Background: an optimization exercise with open tools, aiming at small area, a short achievable clock period and few clock cycles per item. Do not read the settings as production practice. In this exercise RTL edits were held to simulation tests only and were not proved equivalent to the original. Power and IR drop assume default switching activity.

Setup of old:
## second_chance_cache_set_top
module second_chance_cache_set_top #(
  parameter int MAX_ENTRIES = 16
) (
  input  wire logic              clk_i,
  input  wire logic              rst_ni,
  input  wire logic              cfg_we_i,
  input  wire logic [scs_pkg::CFG_W-1:0]  cfg_wdata_i,
  input  wire logic              s_axis_tvalid,
  output logic                   s_axis_tready,
  input  wire logic [63:0]       s_axis_tdata,
  input  wire logic [1:0]        s_axis_tuser,
  output logic                   m_axis_tvalid,
  input  wire logic              m_axis_tready,
  output logic [39:0]            m_axis_tdata,
  output logic [0:0]             m_axis_tuser
);
  localparam int N         = MAX_ENTRIES;
  localparam int P         = MAX_ENTRIES + 1;    
  localparam int KW        = scs_pkg::KEY_W;
  localparam int VW        = scs_pkg::VAL_W;
  localparam int CNT_W     = $clog2(N + 1);
  localparam int CAP_RESET = (scs_pkg::RESET_CAPACITY > N) ? N : scs_pkg::RESET_CAPACITY;
  localparam int RES_W     = VW + 2;   
  logic          req_v_q;
  logic [1:0]    req_op_q;
  logic [KW-1:0] req_key_q;
  logic [VW-1:0] req_val_q;
  logic [P-1:0]  eq_q;      
  logic          eqp_q;     
  logic [P-1:0]  new_q;     
  logic          new_any_q;
  logic [P*KW-1:0] keys_q;
  logic [P*VW-1:0] vals_q;
  logic [P-1:0]    valid_q;
  logic [P-1:0]    ref_q;
  logic [P-1:0]    spare_q;    
  logic [P*P-1:0]  bef_q;      
  logic [CNT_W-1:0] count_q;
  logic [CNT_W-1:0] cap_q;
  logic             full_q;     
  logic             s_ready_q;   
  logic             m_v_q, sk_v_q;
  logic [RES_W-1:0] m_q, sk_q;
  logic exec, take;
  assign exec          = req_v_q & ~sk_v_q;
  assign take          = s_ready_q;           
  assign s_axis_tready = s_ready_q;
  assign m_axis_tvalid = m_v_q;
  assign m_axis_tdata  = {7'b0, m_q[VW:0]};
  assign m_axis_tuser  = m_q[VW+1];
  logic [P-1:0] ahead [P];
  always_comb begin
    for (int s = 0; s < P; s++) begin
      for (int j = 0; j < P; j++) begin
        if (j < s)       ahead[s][j] = bef_q[j*P+s];
        else if (j > s)  ahead[s][j] = ~bef_q[s*P+j];
        else             ahead[s][j] = 1'b0;
      end
    end
  end
  ...
export LEC_CHECK = 0
export CAP_MARGIN = 20
export CORE_MARGIN = 2
export CORE_UTILIZATION = 40
export CTS_BUF_LIST = sky130_fd_sc_hd__clkbuf_8
export SETUP_SLACK_MARGIN = 3.3
export SLEW_MARGIN = 20
create_clock -name core_clock -period 6.0 [get_ports {clk_i}]
run.sh (not shown) runs the stock make flow with config.mk's settings and CLKGATE_MAP_FILE= SYNTH_SCRIPT=/design/flow/synth_recipe.tcl, a recipe that flattens the netlist after the stock synthesis.
Testbench counts of old, summed over its fixed seeds: cycles 20,016, requests 20,000.
Setup changes, old to new
diff --git a/flow/design.v b/flow/design.v
--- a/flow/design.v
+++ b/flow/design.v
@@ -48,21 +48,21 @@
   logic [P-1:0]    valid_q;
   logic [P-1:0]    ref_q;
   logic [P-1:0]    spare_q;    
   logic [P*P-1:0]  bef_q;      
   logic [CNT_W-1:0] count_q;
   logic [CNT_W-1:0] cap_q;
   logic             full_q;     
-  logic             s_ready_q;   
+  logic             s_busy_q;    
   logic             m_v_q, sk_v_q;
   logic [RES_W-1:0] m_q, sk_q;
   logic exec, take;
   assign exec          = req_v_q & ~sk_v_q;
-  assign take          = s_ready_q;           
-  assign s_axis_tready = s_ready_q;
+  assign take          = ~s_busy_q;           
+  assign s_axis_tready = ~s_busy_q;
   assign m_axis_tvalid = m_v_q;
   assign m_axis_tdata  = {7'b0, m_q[VW:0]};
   assign m_axis_tuser  = m_q[VW+1];
   logic [P-1:0] ahead [P];
   always_comb begin
     for (int s = 0; s < P; s++) begin
       for (int j = 0; j < P; j++) begin
@@ -186,28 +186,28 @@
     end else if (exec) begin
       if (m_v_q & ~m_axis_tready) sk_v_d = 1'b1;
     end
   end
   always_ff @(posedge clk_i or negedge rst_ni) begin
     if (!rst_ni) begin
       req_v_q   <= 1'b0;
-      s_ready_q <= 1'b0;
+      s_busy_q  <= 1'b0;
       new_q     <= '0;
       new_any_q <= 1'b0;
       valid_q   <= '0;
       spare_q   <= P'(1);
       count_q   <= '0;
       cap_q     <= CNT_W'(CAP_RESET);
       full_q    <= 1'b0;
       m_v_q     <= 1'b0;
       sk_v_q    <= 1'b0;
     end else begin
       req_v_q   <= req_v_d;
       sk_v_q    <= sk_v_d;
-      s_ready_q <= ~req_v_d | ~sk_v_d;
+      s_busy_q  <= req_v_d & sk_v_d;
       if (take) new_q <= ins;
       if (take) new_any_q <= put_miss;
       valid_q <= (valid_q & ~kill) | ins;
       if (put_miss) spare_q <= full ? victim : free_next;
       count_q <= count_d;
       cap_q   <= cap_d;
       full_q  <= (count_d >= cap_d);
--- outcome ---
- On largest clock skew in the final design: between old and new, it ends up lower for old.
- NOTE: gate count of the mapped netlist in new falls short of that of old
- Going from old to new, global-route usage went up 3.6 points; final cell count went up 75; sequential cell area held.
- Changes observed in new relative to old: width of the die ~0 delta, utilization after layout moved up, global-route wire length before repair moved up, fraction of area in multi-input gates saw a decrease, fraction of final layout cells sized beyond drive strength 1 down 1.0 points.
- The critical path required time reported for new is smaller than that of old by 2080 ps.
- Summary of new over old: clock power shows no meaningful change; final-layout setup total negative slack roughly the same.
Testbench counts of new, summed over its fixed seeds: cycles 20,016, requests 20,000.

========
## the previous run
The RTL this note starts from:
==> flow/design.v <==
`default_nettype none
package scs_pkg;
  localparam int KEY_W          = 32;
  localparam int VAL_W          = 32;
  localparam int CFG_W          = 5;
  localparam int MIN_CAPACITY   = 2;
  localparam int RESET_CAPACITY = 16;
  localparam logic [1:0] OP_GET = 2'd0;
  localparam logic [1:0] OP_PUT = 2'd1;
  localparam logic [1:0] OP_DEL = 2'd2;
  localparam logic [1:0] OP_REF = 2'd3;
endpackage
`default_nettype wire
`default_nettype none
module second_chance_cache_set_top #(
  parameter int MAX_ENTRIES = 16
) (
  input  wire logic              clk_i,
  input  wire logic              rst_ni,
  input  wire logic              cfg_we_i,
  input  wire logic [scs_pkg::CFG_W-1:0]  cfg_wdata_i,
  input  wire logic              s_axis_tvalid,
  output logic                   s_axis_tready,
  input  wire logic [63:0]       s_axis_tdata,
  input  wire logic [1:0]        s_axis_tuser,
  output logic                   m_axis_tvalid,
  input  wire logic              m_axis_tready,
  output logic [39:0]            m_axis_tdata,
  output logic [0:0]             m_axis_tuser
);
  localparam int N         = MAX_ENTRIES;
  localparam int KW        = scs_pkg::KEY_W;
  localparam int VW        = scs_pkg::VAL_W;
  localparam int CNT_W     = $clog2(N + 1);
  localparam int CAP_RESET = (scs_pkg::RESET_CAPACITY > N) ? N : scs_pkg::RESET_CAPACITY;
  localparam int RES_W     = VW + 2;   
  logic          req_v_q;
  logic [1:0]    req_op_q;
  logic [KW-1:0] req_key_q;
  logic [VW-1:0] req_val_q;
  logic [N*KW-1:0] keys_q;
  logic [N*VW-1:0] vals_q;
  logic [N-1:0]    valid_q;
  logic [N-1:0]    ref_q;
  logic [N*N-1:0]  bef_q;      
  logic [CNT_W-1:0] count_q;
  logic [CNT_W-1:0] cap_q;
  logic             m_v_q, sk_v_q;
  logic [RES_W-1:0] m_q, sk_q;
  logic exec;
  assign exec          = req_v_q & ~sk_v_q;
  assign s_axis_tready = ~req_v_q | ~sk_v_q;
  assign m_axis_tvalid = m_v_q;
  assign m_axis_tdata  = {7'b0, m_q[VW:0]};
  assign m_axis_tuser  = m_q[VW+1];
  logic [N-1:0] ahead [N];
  always_comb begin
    for (int s = 0; s < N; s++) begin
      for (int j = 0; j < N; j++) begin
        if (j < s)       ahead[s][j] = bef_q[j*N+s];
        else if (j > s)  ahead[s][j] = ~bef_q[s*N+j];
        else             ahead[s][j] = 1'b0;
      end
    end
  end
  logic [N-1:0] hit, cand, pred_c, pred_v, victim_c, head, victim, free_first, ins;
  logic         hit_any, any_cand, full;
  logic [VW-1:0] rd_val;
  logic          rd_ref;
  always_comb begin
    for (int s = 0; s < N; s++) begin
      hit[s] = valid_q[s] & (keys_q[s*KW +: KW] == req_key_q);
    end
    hit_any = |hit;
    cand    = valid_q & ~ref_q;
    any_cand = |cand;
    for (int s = 0; s < N; s++) begin
      pred_c[s]   = |(cand & ahead[s]);
      pred_v[s]   = |(valid_q & ahead[s]);
      victim_c[s] = cand[s] & ~pred_c[s];
      head[s]     = valid_q[s] & ~pred_v[s];
    end
    victim = any_cand ? victim_c : head;
    free_first = ~valid_q & (valid_q + 1'b1);
    full = (count_q >= cap_q);
    ins  = full ? victim : free_first;
    rd_val = '0;
    rd_ref = 1'b0;
    for (int s = 0; s < N; s++) begin
      rd_val = rd_val | (vals_q[s*VW +: VW] & {VW{hit[s]}});
      rd_ref = rd_ref | (ref_q[s] & hit[s]);
    end
  end
  logic is_get, is_put, is_del, is_ref;
  assign is_get = (req_op_q == scs_pkg::OP_GET);
  assign is_put = (req_op_q == scs_pkg::OP_PUT);
  assign is_del = (req_op_q == scs_pkg::OP_DEL);
  assign is_ref = (req_op_q == scs_pkg::OP_REF);
  logic put_miss, put_hit, rot_en, evict;
  logic [N-1:0] wr_key, wr_val, set_ref, clr_ref, rot, del;
  always_comb begin
    put_miss = exec & is_put & ~hit_any;
    put_hit  = exec & is_put & hit_any;
    evict    = put_miss & full;
    rot_en   = evict & any_cand;
    wr_key   = {N{put_miss}} & ins;
    wr_val   = wr_key | ({N{put_hit}} & hit);
    set_ref  = {N{exec & (is_get | is_put)}} & hit;
    clr_ref  = {N{evict}} & ref_q & ~pred_c;
    rot      = {N{rot_en}} & valid_q & ref_q & ~pred_c;
    del      = {N{exec & is_del}} & hit;
  end
  logic [RES_W-1:0] res;
  assign res = {~hit_any & ~is_put, is_ref & rd_ref, is_get ? rd_val : {VW{1'b0}}};
  always_ff @(posedge clk_i) begin
    for (int s = 0; s < N; s++) begin
      if (wr_key[s]) keys_q[s*KW +: KW] <= req_key_q;
      if (wr_val[s]) vals_q[s*VW +: VW] <= req_val_q;
      if (wr_key[s])      ref_q[s] <= 1'b0;
      else if (clr_ref[s]) ref_q[s] <= 1'b0;
      else if (set_ref[s]) ref_q[s] <= 1'b1;
    end
    for (int i = 0; i < N; i++) begin
      for (int j = 0; j < N; j++) begin
        if (j <= i) begin
        end else if (wr_key[i])                 bef_q[i*N+j] <= 1'b0;
        else if (wr_key[j])            bef_q[i*N+j] <= 1'b1;
        else if (rot[i] & ~rot[j])     bef_q[i*N+j] <= 1'b0;
        else if (rot[j] & ~rot[i])     bef_q[i*N+j] <= 1'b1;
      end
    end
    if (s_axis_tvalid & s_axis_tready) begin
      req_op_q  <= s_axis_tuser;
      req_key_q <= s_axis_tdata[31:0];
      req_val_q <= s_axis_tdata[63:32];
    end
    if (sk_v_q) begin
      if (m_axis_tready) m_q <= sk_q;
    end else if (exec) begin
      if (~m_v_q | m_axis_tready) m_q <= res;
      else                        sk_q <= res;
    end
  end
  always_ff @(posedge clk_i or negedge rst_ni) begin
    if (!rst_ni) begin
      req_v_q <= 1'b0;
      valid_q <= '0;
      count_q <= '0;
      cap_q   <= CNT_W'(CAP_RESET);
      m_v_q   <= 1'b0;
      sk_v_q  <= 1'b0;
    end else begin
      if (s_axis_tvalid & s_axis_tready) req_v_q <= 1'b1;
      else if (exec)                     req_v_q <= 1'b0;
      valid_q <= (valid_q | wr_key) & ~del;
      if (put_miss & ~full)          count_q <= count_q + 1'b1;
      else if (exec & is_del & hit_any) count_q <= count_q - 1'b1;
      if (cfg_we_i && (cfg_wdata_i >= scs_pkg::CFG_W'(scs_pkg::MIN_CAPACITY))) begin
        if (32'(cfg_wdata_i) > 32'(N)) cap_q <= CNT_W'(N);
        else                           cap_q <= CNT_W'(cfg_wdata_i);
      end
      if (sk_v_q) begin
        if (m_axis_tready) sk_v_q <= 1'b0;
      end else if (exec) begin
        m_v_q <= 1'b1;
        if (m_v_q & ~m_axis_tready) sk_v_q <= 1'b1;
      end else if (m_axis_tready) begin
        m_v_q <= 1'b0;
      end
    end
  end
endmodule
`default_nettype wire
Settings: LEC_CHECK=0, CAP_MARGIN=20, CORE_MARGIN=2, CORE_UTILIZATION=40, SLEW_MARGIN=20; clock period 6.0 ns.
Testbench counts of the previous run, summed over its fixed seeds: cycles 20,016, requests 20,000.
Relative to the previous run, the following input files were edited for the current run:
--- a/flow/design.v
+++ b/flow/design.v
@@ -63,14 +63,13 @@
       end
     end
   end
+  logic [N-1:0] hit_q, hit_d;
   logic [N-1:0] hit, cand, pred_c, pred_v, victim_c, head, victim, free_first, ins;
   logic         hit_any, any_cand, full;
   logic [VW-1:0] rd_val;
   logic          rd_ref;
   always_comb begin
-    for (int s = 0; s < N; s++) begin
-      hit[s] = valid_q[s] & (keys_q[s*KW +: KW] == req_key_q);
-    end
+    hit     = hit_q;
     hit_any = |hit;
     cand    = valid_q & ~ref_q;
     any_cand = |cand;
@@ -110,6 +109,16 @@
     rot      = {N{rot_en}} & valid_q & ref_q & ~pred_c;
     del      = {N{exec & is_del}} & hit;
   end
+  logic          eq_prev;
+  logic [KW-1:0] in_key;
+  assign in_key  = s_axis_tdata[KW-1:0];
+  assign eq_prev = (in_key == req_key_q);
+  always_comb begin
+    for (int s = 0; s < N; s++) begin
+      hit_d[s] = wr_key[s] ? eq_prev
+                           : (valid_q[s] & ~del[s] & (keys_q[s*KW +: KW] == in_key));
+    end
+  end
   logic [RES_W-1:0] res;
   assign res = {~hit_any & ~is_put, is_ref & rd_ref, is_get ? rd_val : {VW{1'b0}}};
   always_ff @(posedge clk_i) begin
@@ -129,7 +138,8 @@
         else if (rot[j] & ~rot[i])     bef_q[i*N+j] <= 1'b1;
       end
     end
-    if (s_axis_tvalid & s_axis_tready) begin
+    if (s_axis_tready) begin
+      hit_q     <= hit_d;
       req_op_q  <= s_axis_tuser;
       req_key_q <= s_axis_tdata[31:0];
       req_val_q <= s_axis_tdata[63:32];
### Flow results
Total wire length after detailed routing | the current run above the previous run
For the previous run, the highest routing layer actually used was met5, unlike the current run, where it was met4.
Changes observed in the current run relative to the previous run: largest net degree at the start of global routing has increased, critical path depth dropped 2, layout multi-input combinational cell count shrank by 2.2%.
Cmp the current run and the previous run / final estimated routing congestion in global placement / higher: the current run
When the current run is measured against the previous run, its minimum setup slack among reg-to-reg paths turns out 250 ps higher.
The previous run has a higher area fraction in compound gates after synthesis than the current run.
On the current run: flip-flop and latch area is 1.3% higher than what the previous run gave.
Testbench counts of the current run, summed over its fixed seeds: cycles 20,016, requests 20,000.

[port drivers added, routing unchanged]
In the flow no input, the clock included, has a driving cell. The finished layouts below were timed again as built, in two steps. Step 1: set_driving_cell puts a clkbuf_16 on clk_i and a buf_2 on each other input, an assumption about the parent block. Step 2 times the ports against the registers' clock, not the clock port: input delays grow and output delays shrink by t, the midpoint of the rising clock arrivals with the driver on. a / b / c = no drivers / after step 1 / after step 2; a / b = the first two.
run	t (ns)	setup WS [ns]	worst setup path at the end	worst data-port slew with drivers (ns)
old	1.073	3.017 / 3.017 / 2.263	input to register	0.05
new	1.084	2.972 / 2.898 / 2.246	input to register	0.11
the previous run	0.866	0.905 / 0.905 / 0.905	register to register	0.05
the current run	0.865	1.151 / 1.151 / 1.151	register to register	0.07
After both steps every run listed still meets setup and hold. For old, which loses most, drivers alone change the setup slack by 0.000 ns; drivers and shift together by -0.754 ns.
